Context: an optimization exercise on an open-source flow, tuned for a short achievable clock period and few clock cycles. The choices shown serve that exercise and are no tape-out recipe.
Only simulation tests tie the RTL to the original design; equivalence was not proved.
Power figures rest on the tool's default switching activity, not on a simulated workload.

==> exp/garnet <==
Design assoc_wb_cache, start of the top module:
module assoc_wb_cache #(
    parameter int LINE_SIZE = 16,
    parameter int NUM_SETS  = 16,
    parameter int NUM_WAYS  = 2
) (
    input  logic                          clk,
    input  logic                          reset,
    input  logic                          is_input_valid,
    input  logic [31:0]                   addr,
    input  logic                          mem_rw,
    input  logic [31:0]                   din,
    input  logic [3:0]                    byte_en,
    output logic                          is_ready,
    output logic                          is_output_valid,
    output logic [31:0]                   dout,
    output logic                          is_hit,
    output logic                          mem_req_valid,
    input  logic                          mem_req_ready,
    output logic                          mem_req_write,
    output logic [31-$clog2(LINE_SIZE):0] mem_req_addr,
    output logic [8*LINE_SIZE-1:0]        mem_req_data,
    input  logic                          mem_resp_valid,
    input  logic [8*LINE_SIZE-1:0]        mem_resp_data,
    output logic [31:0]                   hit_count,
    output logic [31:0]                   miss_count
);
export LEC_CHECK = 0
export ABC_CLOCK_PERIOD_IN_PS = 1500
export CAP_MARGIN = 20
export CORE_MARGIN = 2
export CORE_UTILIZATION = 45
export SLEW_MARGIN = 20
create_clock -name core_clock -period 11.0 [get_ports {clk}]
standard.sh (not shown) runs the stock make flow with config.mk's settings and CLKGATE_MAP_FILE= SYNTH_SCRIPT=/design/flow/synth_recipe.tcl, a recipe that flattens the netlist after the stock synthesis.
==> flow/flow/run.sh <==
#!/bin/bash
# Standard ORFS layout (the standard.sh, standard synthesis unchanged), with
# timing repair asked to leave 7.2 ns of setup slack at the design's 11 ns clock,
# so that it optimises for the period the design can reach. make's full output
# goes to standard.log; each ORFS step keeps its own log under orfs/logs/.
set -euo pipefail
bash standard.sh SETUP_SLACK_MARGIN=7.2 finish > standard.log 2>&1
==> exp/zinc: changes against exp/garnet <==
--- a/flow/design.v
+++ b/flow/design.v
@@ -189,17 +189,20 @@
         rtag_q  <= tag;
         ridx_q  <= idx;
         rwsel_q <= wsel;
         rrw_q   <= mem_rw;
         rdin_q  <= din;
         rbe_q   <= byte_en;
         way_q   <= m1;
         if (n_done) dout_q <= fill_src[int'(rwsel_q) * 32 +: 32];
-        else          dout_q <= m1 ? w1 : w0;
+        else        dout_q <= {((m1 || !m0) ? w1[31:24] : w0[31:24]),
+                               ((m1 && !m0) ? w1[23:16] : w0[23:16]),
+                               (!m0         ? w1[15:8]  : w0[15:8]),
+                               (m1          ? w1[7:0]   : w0[7:0])};
         if (n_wb) raddr_q <= {(victim ? tag1_q[ridx_q] : tag0_q[ridx_q]), ridx_q};
         else      raddr_q <= addr[31:OFF_W];
         wb_data_q <= victim ? line1 : line0;
         if (mem_resp_valid) resp_buf_q <= mem_resp_data;
     end
     always_comb begin
         for (int b = 0; b < LINE_SIZE; b++) begin
             if (fill_now && !(rrw_q && (int'(rwsel_q) == b / 4) && rbe_q[b % 4]))
==> flow/flow/run.sh (replaced) <==
#!/bin/bash
# Standard ORFS layout (the standard.sh, standard synthesis unchanged), with
# timing repair asked to leave 8.0 ns of setup slack at the design's 11 ns clock,
# so that it optimises for the period the design can reach. make's full output
# goes to standard.log; each ORFS step keeps its own log under orfs/logs/.
set -euo pipefail
bash standard.sh SETUP_SLACK_MARGIN=8.0 finish > standard.log 2>&1
Settings changed: CAP_MARGIN 20 to 30, SLEW_MARGIN 20 to 30.
==> exp/delta: changes against exp/garnet <==
--- a/flow/design.v
+++ b/flow/design.v
@@ -53,20 +53,21 @@
     logic [31:0]       dout_q;
     logic [LINE_W-1:0] wb_data_q;
     logic [LINE_W-1:0] resp_buf_q;
     logic [LINE_W-1:0] fill_src;
     logic [TAG_W-1:0]  tag;
     logic [IDX_W-1:0]  idx;
     logic [WSEL_W-1:0] wsel;
     logic [NUM_SETS-1:0] sel, eq0, eq1;
+    logic [NUM_SETS*WORDS-1:0] wsel_oh;
     logic              m0, m1, hit;
     logic [31:0]       w0, w1;
     logic              victim, victim_dirty;
-    logic [LINE_W-1:0] line0, line1;    
+    logic [LINE_W-1:0] rline0, rline1;
     logic [LINE_W-1:0] wdata;
     logic [LINE_SIZE-1:0] we0 [NUM_SETS];
     logic [LINE_SIZE-1:0] we1 [NUM_SETS];
     logic              write_hit;
     logic              fill_now;
     logic              req_acc;
     logic              n_idle, n_hit, n_fill_req, n_wb, n_wait, n_done;
     logic              unused_addr_bits;
@@ -77,38 +78,38 @@
     assign idx              = addr[OFF_W +: IDX_W];
     assign wsel             = addr[2 +: WSEL_W];
     assign unused_addr_bits = ^addr[1:0];
     always_comb begin
         for (int s = 0; s < NUM_SETS; s++) begin
             sel[s] = (idx == IDX_W'(s));
             eq0[s] = valid0_q[s] && (tag0_q[s] == tag);
             eq1[s] = valid1_q[s] && (tag1_q[s] == tag);
+            for (int k = 0; k < WORDS; k++)
+                wsel_oh[s * WORDS + k] = (idx == IDX_W'(s)) && (wsel == WSEL_W'(k));
         end
         m0 = |(eq0 & sel);
         m1 = |(eq1 & sel);
-        line0 = '0;
-        line1 = '0;
-        for (int s = 0; s < NUM_SETS; s++) begin
-            line0 = line0 | ({LINE_W{sel[s]}} & data0_q[s]);
-            line1 = line1 | ({LINE_W{sel[s]}} & data1_q[s]);
-        end
         w0 = '0;
         w1 = '0;
-        for (int k = 0; k < WORDS; k++) begin
-            w0 = w0 | ({32{wsel == WSEL_W'(k)}} & line0[k * 32 +: 32]);
-            w1 = w1 | ({32{wsel == WSEL_W'(k)}} & line1[k * 32 +: 32]);
-        end
+        for (int s = 0; s < NUM_SETS; s++)
+            for (int k = 0; k < WORDS; k++) begin
+                w0 = w0 | ({32{wsel_oh[s * WORDS + k]}} & data0_q[s][k * 32 +: 32]);
+                w1 = w1 | ({32{wsel_oh[s * WORDS + k]}} & data1_q[s][k * 32 +: 32]);
+            end
     end
     assign hit = m0 || m1;
+    assign rline0       = data0_q[ridx_q];
+    assign rline1       = data1_q[ridx_q];
     assign victim       = !valid0_q[ridx_q] ? 1'b0 : (!valid1_q[ridx_q] ? 1'b1 : lru_q[ridx_q]);
     assign victim_dirty = victim ? (valid1_q[ridx_q] && dirty1_q[ridx_q])
                                  : (valid0_q[ridx_q] && dirty0_q[ridx_q]);
     assign write_hit  = st_hit && rrw_q && (rbe_q != 4'b0000);
-    assign fill_now   = st_done;
+    assign fill_now   = (mem_resp_valid && (st_wait || (st_wb && mem_req_ready))) ||
+                        (st_wb && mem_req_ready && got_resp_q);
     assign fill_src   = got_resp_q ? resp_buf_q : mem_resp_data;
     assign req_acc    = rvalid_q && mem_req_ready;
     assign is_ready        = !nready_q;
     assign is_output_valid = ovalid_q;
     assign is_hit          = ishit_q;
     assign dout            = dout_q;
     assign mem_req_valid   = rvalid_q;
     assign mem_req_write   = rwrite_q;
@@ -167,17 +168,17 @@
                 end
             end
             miss_new_q <= st_idle && is_input_valid && !hit;
             if (miss_new_q) begin
                 miss_count <= sat_inc(miss_count);
                 got_resp_q <= 1'b0;
             end
             if (st_fill_req) victim_q <= victim;
-            if ((st_wb || st_wait) && mem_resp_valid) got_resp_q <= 1'b1;
+            if (st_wb && mem_resp_valid && !mem_req_ready) got_resp_q <= 1'b1;
             if (fill_now) begin
                 lru_q[ridx_q] <= !victim_q;
                 if (victim_q) begin
                     valid1_q[ridx_q] <= 1'b1;
                     dirty1_q[ridx_q] <= rrw_q && (rbe_q != 4'b0000);
                 end else begin
                     valid0_q[ridx_q] <= 1'b1;
                     dirty0_q[ridx_q] <= rrw_q && (rbe_q != 4'b0000);
@@ -188,27 +189,27 @@
     always_ff @(posedge clk) begin
         rtag_q  <= tag;
         ridx_q  <= idx;
         rwsel_q <= wsel;
         rrw_q   <= mem_rw;
         rdin_q  <= din;
         rbe_q   <= byte_en;
         way_q   <= m1;
-        if (n_done) dout_q <= fill_src[int'(rwsel_q) * 32 +: 32];
+        if (fill_now) dout_q <= fill_src[int'(rwsel_q) * 32 +: 32];
         else          dout_q <= m1 ? w1 : w0;
         if (n_wb) raddr_q <= {(victim ? tag1_q[ridx_q] : tag0_q[ridx_q]), ridx_q};
         else      raddr_q <= addr[31:OFF_W];
-        wb_data_q <= victim ? line1 : line0;
-        if (mem_resp_valid) resp_buf_q <= mem_resp_data;
+        wb_data_q <= victim ? rline1 : rline0;
+        if (st_wb && mem_resp_valid) resp_buf_q <= mem_resp_data;
     end
     always_comb begin
         for (int b = 0; b < LINE_SIZE; b++) begin
             if (fill_now && !(rrw_q && (int'(rwsel_q) == b / 4) && rbe_q[b % 4]))
-                wdata[b * 8 +: 8] = resp_buf_q[b * 8 +: 8];
+                wdata[b * 8 +: 8] = fill_src[b * 8 +: 8];
             else
                 wdata[b * 8 +: 8] = rdin_q[(b % 4) * 8 +: 8];
         end
         for (int s = 0; s < NUM_SETS; s++)
             for (int b = 0; b < LINE_SIZE; b++) begin
                 we0[s][b] = (ridx_q == IDX_W'(s)) &&
                             ((fill_now && !victim_q) ||
                              (write_hit && !way_q && (int'(rwsel_q) == b / 4) && rbe_q[b % 4]));
Settings changed: CORE_UTILIZATION 45 to 55.
==> comparison <==
- exp/delta stopped in 5_1_grt. exp/zinc ran to the end with no violations. exp/garnet produced a layout that fails on capacitance limit, slew limit.
- Routed wire length: exp/garnet is smaller than exp/zinc (4.4%).
- Of exp/zinc and exp/garnet, exp/garnet has the higher fmax (gap about 0.7%, measured against exp/garnet).
- Worst setup slack: exp/zinc is worse than exp/garnet (32 ps).
- Synthesized cell count: exp/garnet is lower than exp/delta (20%).
==> figures <==
Run status: exp/zinc no timing/DRC/antenna violations; exp/delta did not finish; exp/garnet finished with violations
Stage where the flow stopped: exp/zinc -; exp/delta 5_1_grt; exp/garnet -
Reasons for failing layout checks: exp/zinc -; exp/delta -; exp/garnet capacitance limit, slew limit
Max Clock Freq: exp/zinc 227 MHz; exp/delta -; exp/garnet 229 MHz
Power spent charging and discharging nets: exp/zinc 12400 uW; exp/delta -; exp/garnet 11600 uW
Die area: exp/zinc 474000 sq um; exp/delta -; exp/garnet 476000 sq um
Max power group: exp/zinc sequential cells; exp/delta -; exp/garnet sequential cells
Reg2reg setup slack: exp/zinc 7540 ps; exp/delta -; exp/garnet 6920 ps
Startpoint of the most critical register-to-register path: exp/zinc ridx_q[0]; exp/delta -; exp/garnet st_done
Well-tap cell count: exp/zinc 6198; exp/delta -; exp/garnet 6198
Adder-Cell Fraction of Synth Area: exp/zinc 0.000416; exp/delta 0.000377; exp/garnet 0.000414
Diodes inserted: exp/zinc 44; exp/delta -; exp/garnet 55
Testbench counts of exp/garnet, summed over its fixed seeds: cycles 77,659.
Testbench counts of exp/zinc, summed over its fixed seeds: cycles 77,659.
Testbench counts of exp/delta, summed over its fixed seeds: cycles 77,659.

## port drivers added, routing unchanged
The results above use ideal ports. As a check the final layouts listed here were re-extracted and re-timed, cells and wires unchanged.
Step 1 assumes that a clkbuf_16 drives the clock port and a buf_2 every other input.
Step 2 moves the port delays by t, midway between the first and last clock arrival at a register: inputs arrive t later, outputs are due t later. That takes back most of the time a late clock gives input paths.
a / b / c = no drivers / after step 1 / after step 2; a / b = the first two.
run | t, ns | slack for setup (ns) | worst data-port slew with drivers (ns)
exp/garnet | 1.217 | 6.624 / 6.386 / 5.169 | 0.65
exp/zinc | 1.191 | 6.592 / 6.633 / 5.443 | 0.25
For exp/garnet, which loses most, drivers alone change the setup slack by -0.238 ns; drivers and shift together by -1.455 ns.
